This design comes from an exercise in tuning for small area and a short achievable clock period on the open sky130 flow, not from production work. No activity file was given, so power comes from the tool's default toggle rates.

rev 12:
==> flow/design.v <==
module riscv_ex_mem_wb #(
   parameter int DMEM_WORDS = 64
) (
   input  logic        clk,
   input  logic        reset,
   input  logic [31:0] PC_ID,
   input  logic [31:0] IMM_ID,
   input  logic [31:0] REG_DATA1_ID,
   input  logic [31:0] REG_DATA2_ID,
   input  logic [2:0]  FUNCT3_ID,
   input  logic [6:0]  FUNCT7_ID,
   input  logic [6:0]  OPCODE_ID,
   input  logic [4:0]  RD_ID,
   input  logic [4:0]  RS1_ID,
   input  logic [4:0]  RS2_ID,
   output logic        IF_ID_write,
   output logic        PC_write,
   output logic        PCSrc,
   output logic [31:0] PC_Branch,
   output logic        RegWrite_WB,
   output logic [31:0] ALU_DATA_WB,
   output logic [4:0]  RD_WB
);
   localparam int AW = $clog2(DMEM_WORDS);
   localparam logic [6:0] OP_R  = 7'b0110011;
   localparam logic [6:0] OP_I  = 7'b0010011;
   localparam logic [6:0] OP_LW = 7'b0000011;
   localparam logic [6:0] OP_SW = 7'b0100011;
   localparam logic [6:0] OP_BR = 7'b1100011;
   logic        id_wr, id_ld, id_st, id_br, id_bne, id_imm_sel, uses_rs2;
   logic        id_add, id_sub, id_and, id_or, id_xor, id_slt, id_sll, id_srl;
   logic [31:0] id_a, id_b;
   logic        stall, load_id;
   logic        idex_wr, idex_wa, idex_ld, idex_st, idex_br, idex_bne;
   logic        idex_sub, idex_and, idex_or, idex_xor, idex_slt, idex_sh, idex_srl;
   logic        idex_hz;                  
   logic        fa_ex, fa_wb, fb_ex, fb_wb, ob_ex, ob_wb;
   logic [31:0] idex_a, idex_b, idex_opb, idex_tgt;
   logic [4:0]  idex_rd;
   logic [31:0] fwd_a, fwd_b, alu_b, alu_res, sum, sh_in, sh_out;
   logic        slt, taken;
   logic        exmem_wr, exmem_ld, exmem_st, pcsrc_q, squash;
   logic [31:0] exmem_alu, exmem_store, exmem_target;
   logic [4:0]  exmem_rd;
   logic [31:0]          dmem [DMEM_WORDS];
   logic [DMEM_WORDS-1:0] dvalid;
   logic [AW-1:0]        mem_addr;
   logic [31:0]          load_data;
   logic                 rw_q;
   logic [31:0]          memwb_data;
   logic [4:0]           memwb_rd;
   always_comb begin
      id_wr = 1'b0; id_ld = 1'b0; id_st = 1'b0; id_br = 1'b0; id_bne = 1'b0;
      id_imm_sel = 1'b0;
      id_add = 1'b0; id_sub = 1'b0; id_and = 1'b0; id_or = 1'b0; id_xor = 1'b0;
      id_slt = 1'b0; id_sll = 1'b0; id_srl = 1'b0;
      case (OPCODE_ID)
         OP_R: begin
            id_wr = 1'b1;
            case (FUNCT3_ID)
               3'b000:  if (FUNCT7_ID == 7'b0100000) id_sub = 1'b1; else id_add = 1'b1;
               3'b111:  id_and = 1'b1;
               3'b110:  id_or  = 1'b1;
               3'b100:  id_xor = 1'b1;
               3'b010:  id_slt = 1'b1;
               3'b001:  id_sll = 1'b1;
               3'b101:  id_srl = 1'b1;
               default: id_wr  = 1'b0;
            endcase
         end
         OP_I: begin
            id_wr      = 1'b1;
            id_imm_sel = 1'b1;
            case (FUNCT3_ID)
               3'b000:  id_add = 1'b1;
               3'b111:  id_and = 1'b1;
               3'b110:  id_or  = 1'b1;
               3'b100:  id_xor = 1'b1;
               3'b010:  id_slt = 1'b1;
               default: id_wr  = 1'b0;
            endcase
         end
         OP_LW: begin
            id_imm_sel = 1'b1;
            id_add     = 1'b1;
            if (FUNCT3_ID == 3'b010) begin
               id_wr = 1'b1;
               id_ld = 1'b1;
            end
         end
         OP_SW: begin
            id_imm_sel = 1'b1;
            id_add     = 1'b1;
            id_st      = (FUNCT3_ID == 3'b010);
         end
         OP_BR: begin
            id_br  = (FUNCT3_ID == 3'b000) || (FUNCT3_ID == 3'b001);
            id_bne = FUNCT3_ID[0];
         end
         default: ;
      endcase
   end
   always_comb begin
      uses_rs2    = (OPCODE_ID == OP_R) || (OPCODE_ID == OP_SW) || (OPCODE_ID == OP_BR);
      stall       = idex_hz && !pcsrc_q &&
                    ((idex_rd == RS1_ID) || (uses_rs2 && (idex_rd == RS2_ID)));
      load_id     = !(pcsrc_q || squash || stall);
      IF_ID_write = !stall;
      PC_write    = !stall;
      id_a        = (RegWrite_WB && (RD_WB == RS1_ID)) ? ALU_DATA_WB : REG_DATA1_ID;
      id_b        = (RegWrite_WB && (RD_WB == RS2_ID)) ? ALU_DATA_WB : REG_DATA2_ID;
   end
   always_ff @(posedge clk or negedge reset) begin
      if (!reset) begin
         idex_wr <= 1'b0; idex_wa <= 1'b0; idex_ld <= 1'b0; idex_st <= 1'b0;
         idex_br <= 1'b0; idex_hz <= 1'b0;
         fa_ex <= 1'b0; fa_wb <= 1'b0; fb_ex <= 1'b0; fb_wb <= 1'b0;
         ob_ex <= 1'b0; ob_wb <= 1'b0;
         exmem_wr <= 1'b0; exmem_ld <= 1'b0; exmem_st <= 1'b0;
         pcsrc_q <= 1'b0; squash <= 1'b0; rw_q <= 1'b0;
      end else begin
         idex_wr <= load_id && id_wr;
         idex_wa <= load_id && id_wr && !id_ld;
         idex_ld <= load_id && id_ld;
         idex_st <= load_id && id_st;
         idex_br <= load_id && id_br;
         idex_hz <= load_id && id_ld && (RD_ID != 5'd0) && !pcsrc_q;
         fa_ex <= (RS1_ID != 5'd0) && idex_wa && !pcsrc_q && (idex_rd == RS1_ID);
         fa_wb <= (RS1_ID != 5'd0) && exmem_wr && (exmem_rd == RS1_ID);
         fb_ex <= (RS2_ID != 5'd0) && idex_wa && !pcsrc_q && (idex_rd == RS2_ID);
         fb_wb <= (RS2_ID != 5'd0) && exmem_wr && (exmem_rd == RS2_ID);
         ob_ex <= !id_imm_sel && (RS2_ID != 5'd0) && idex_wa && !pcsrc_q && (idex_rd == RS2_ID);
         ob_wb <= !id_imm_sel && (RS2_ID != 5'd0) && exmem_wr && (exmem_rd == RS2_ID);
         exmem_wr <= idex_wr && !pcsrc_q;
         exmem_ld <= idex_ld && !pcsrc_q;
         exmem_st <= idex_st && !pcsrc_q;
         pcsrc_q  <= idex_br && !pcsrc_q && taken;
         squash   <= pcsrc_q;
         rw_q     <= exmem_wr && (exmem_rd != 5'd0);
      end
   end
   always_ff @(posedge clk) begin
      idex_bne <= id_bne;
      idex_sub <= id_sub || id_slt;
      idex_and <= id_and;
      idex_or  <= id_or;
      idex_xor <= id_xor;
      idex_slt <= id_slt;
      idex_sh  <= id_sll || id_srl;
      idex_srl <= id_srl;
      idex_a   <= id_a;
      idex_b   <= id_b;
      idex_opb <= id_imm_sel ? IMM_ID : id_b;
      idex_tgt <= PC_ID + IMM_ID;
      idex_rd  <= RD_ID;
   end
   always_comb begin
      fwd_a = fa_ex ? exmem_alu : fa_wb ? ALU_DATA_WB : idex_a;
      fwd_b = fb_ex ? exmem_alu : fb_wb ? ALU_DATA_WB : idex_b;
      alu_b = ob_ex ? exmem_alu : ob_wb ? ALU_DATA_WB : idex_opb;
      sum   = fwd_a + (alu_b ^ {32{idex_sub}}) + {31'd0, idex_sub};
      slt   = (fwd_a[31] ^ alu_b[31]) ? fwd_a[31] : sum[31];
      for (int i = 0; i < 32; i++) sh_in[i] = idex_srl ? fwd_a[31-i] : fwd_a[i];
      sh_out = sh_in << alu_b[4:0];
      if (idex_and)      alu_res = fwd_a & alu_b;
      else if (idex_or)  alu_res = fwd_a | alu_b;
      else if (idex_xor) alu_res = fwd_a ^ alu_b;
      else if (idex_slt) alu_res = {31'd0, slt};
      else if (idex_sh)  for (int i = 0; i < 32; i++) alu_res[i] = idex_srl ? sh_out[31-i] : sh_out[i];
      else               alu_res = sum;
      taken = idex_bne ^ (fwd_a == fwd_b);
   end
   always_ff @(posedge clk) begin
      exmem_alu    <= alu_res;
      exmem_store  <= fwd_b;
      exmem_rd     <= idex_rd;
      exmem_target <= idex_tgt;
   end
   assign PCSrc     = pcsrc_q;
   assign PC_Branch = exmem_target;
   assign mem_addr  = exmem_alu[AW+1:2];
   always_comb begin
      load_data = '0;
      for (int i = 0; i < DMEM_WORDS; i++)
         if (mem_addr == i[AW-1:0] && dvalid[i]) load_data = load_data | dmem[i];
   end
   for (genvar i = 0; i < DMEM_WORDS; i++) begin : g_word
      always_ff @(posedge clk or negedge reset) begin
         if (!reset)                                     dvalid[i] <= 1'b0;
         else if (exmem_st && mem_addr == i[AW-1:0])     dvalid[i] <= 1'b1;
      end
      always_ff @(posedge clk) begin
         if (exmem_st && mem_addr == i[AW-1:0]) dmem[i] <= exmem_store;
      end
   end
   always_ff @(posedge clk) begin
      memwb_data <= exmem_ld ? load_data : exmem_alu;
      memwb_rd   <= exmem_rd;
   end
   assign RegWrite_WB = rw_q;
   assign ALU_DATA_WB = memwb_data;
   assign RD_WB       = memwb_rd;
endmodule
Settings: LEC_CHECK=0, CAP_MARGIN=20, CORE_MARGIN=2, CORE_UTILIZATION=40, SETUP_SLACK_MARGIN=3.0, SLEW_MARGIN=20; clock period 7.2 ns.
run.sh (not shown) runs the stock make flow with config.mk's settings and CLKGATE_MAP_FILE= SYNTH_SCRIPT=/design/flow/synth_recipe.tcl, a recipe that flattens the netlist after the stock synthesis.
Rev 12 | status: complete | timing, DRC, antenna: pass
--- input diff rev 12..rev 13 ---
- SETUP_SLACK_MARGIN removed (was 3.0)
==> run notes <==
- Compared rev 13 against rev 12; met1 routed wirelength after detailed routing within noise.
- Row relative contribution of combinational cells to total power: rev 13 lower / rev 12 higher
- Source of the critical timing path = exmem_alu[6]$_DFF_P_: rev 13; source of the critical timing path = exmem_alu[3]$_DFF_P_: rev 12
- The lower relative slew slack came out of rev 13.
- Rev 13 vs. rev 12: post-synthesis to final-layout area growth fell by 0.95 points; non-clock buffer instance count of the final layout shrank by about 11%; instance area after placement level; combinational power moved down; overall track demand over capacity in global routing closely matched the old numbers.
- Re number of max-capacitance violations reported: no difference whatsoever between rev 12 and rev 13.
No run of this note included a check of the RTL's function; only the layout flow was run.

[what the ideal ports hide]
In the flow no input, the clock included, has a driving cell. The finished layouts below were timed again as built, in two steps.
Step 1 sets driving cells, clkbuf_16 on the clock port and buf_2 on the other inputs (assumed; they add their load-dependent delay and slew).
Step 2 moves the port delays by t, midway between the first and last clock arrival at a register: inputs arrive t later, outputs are due t later. That takes back most of the time a late clock gives input paths.
a / b / c = no drivers / after step 1 / after step 2; a / b = the first two.
run	t (ns)	setup WS [ns]	slew at the worst register clock pin (ns)	worst slew at a driven data input, ns
rev 12	0.980	2.800 / 2.800 / 2.332	0.08 / 0.08	0.16
rev 13	1.016	1.960 / 1.960 / 1.960	0.07 / 0.07	0.10
After both steps setup and hold are still met in every run listed. The setup slack of rev 12, which loses most, moves by 0.000 ns with the drivers and by -0.468 ns with both steps.
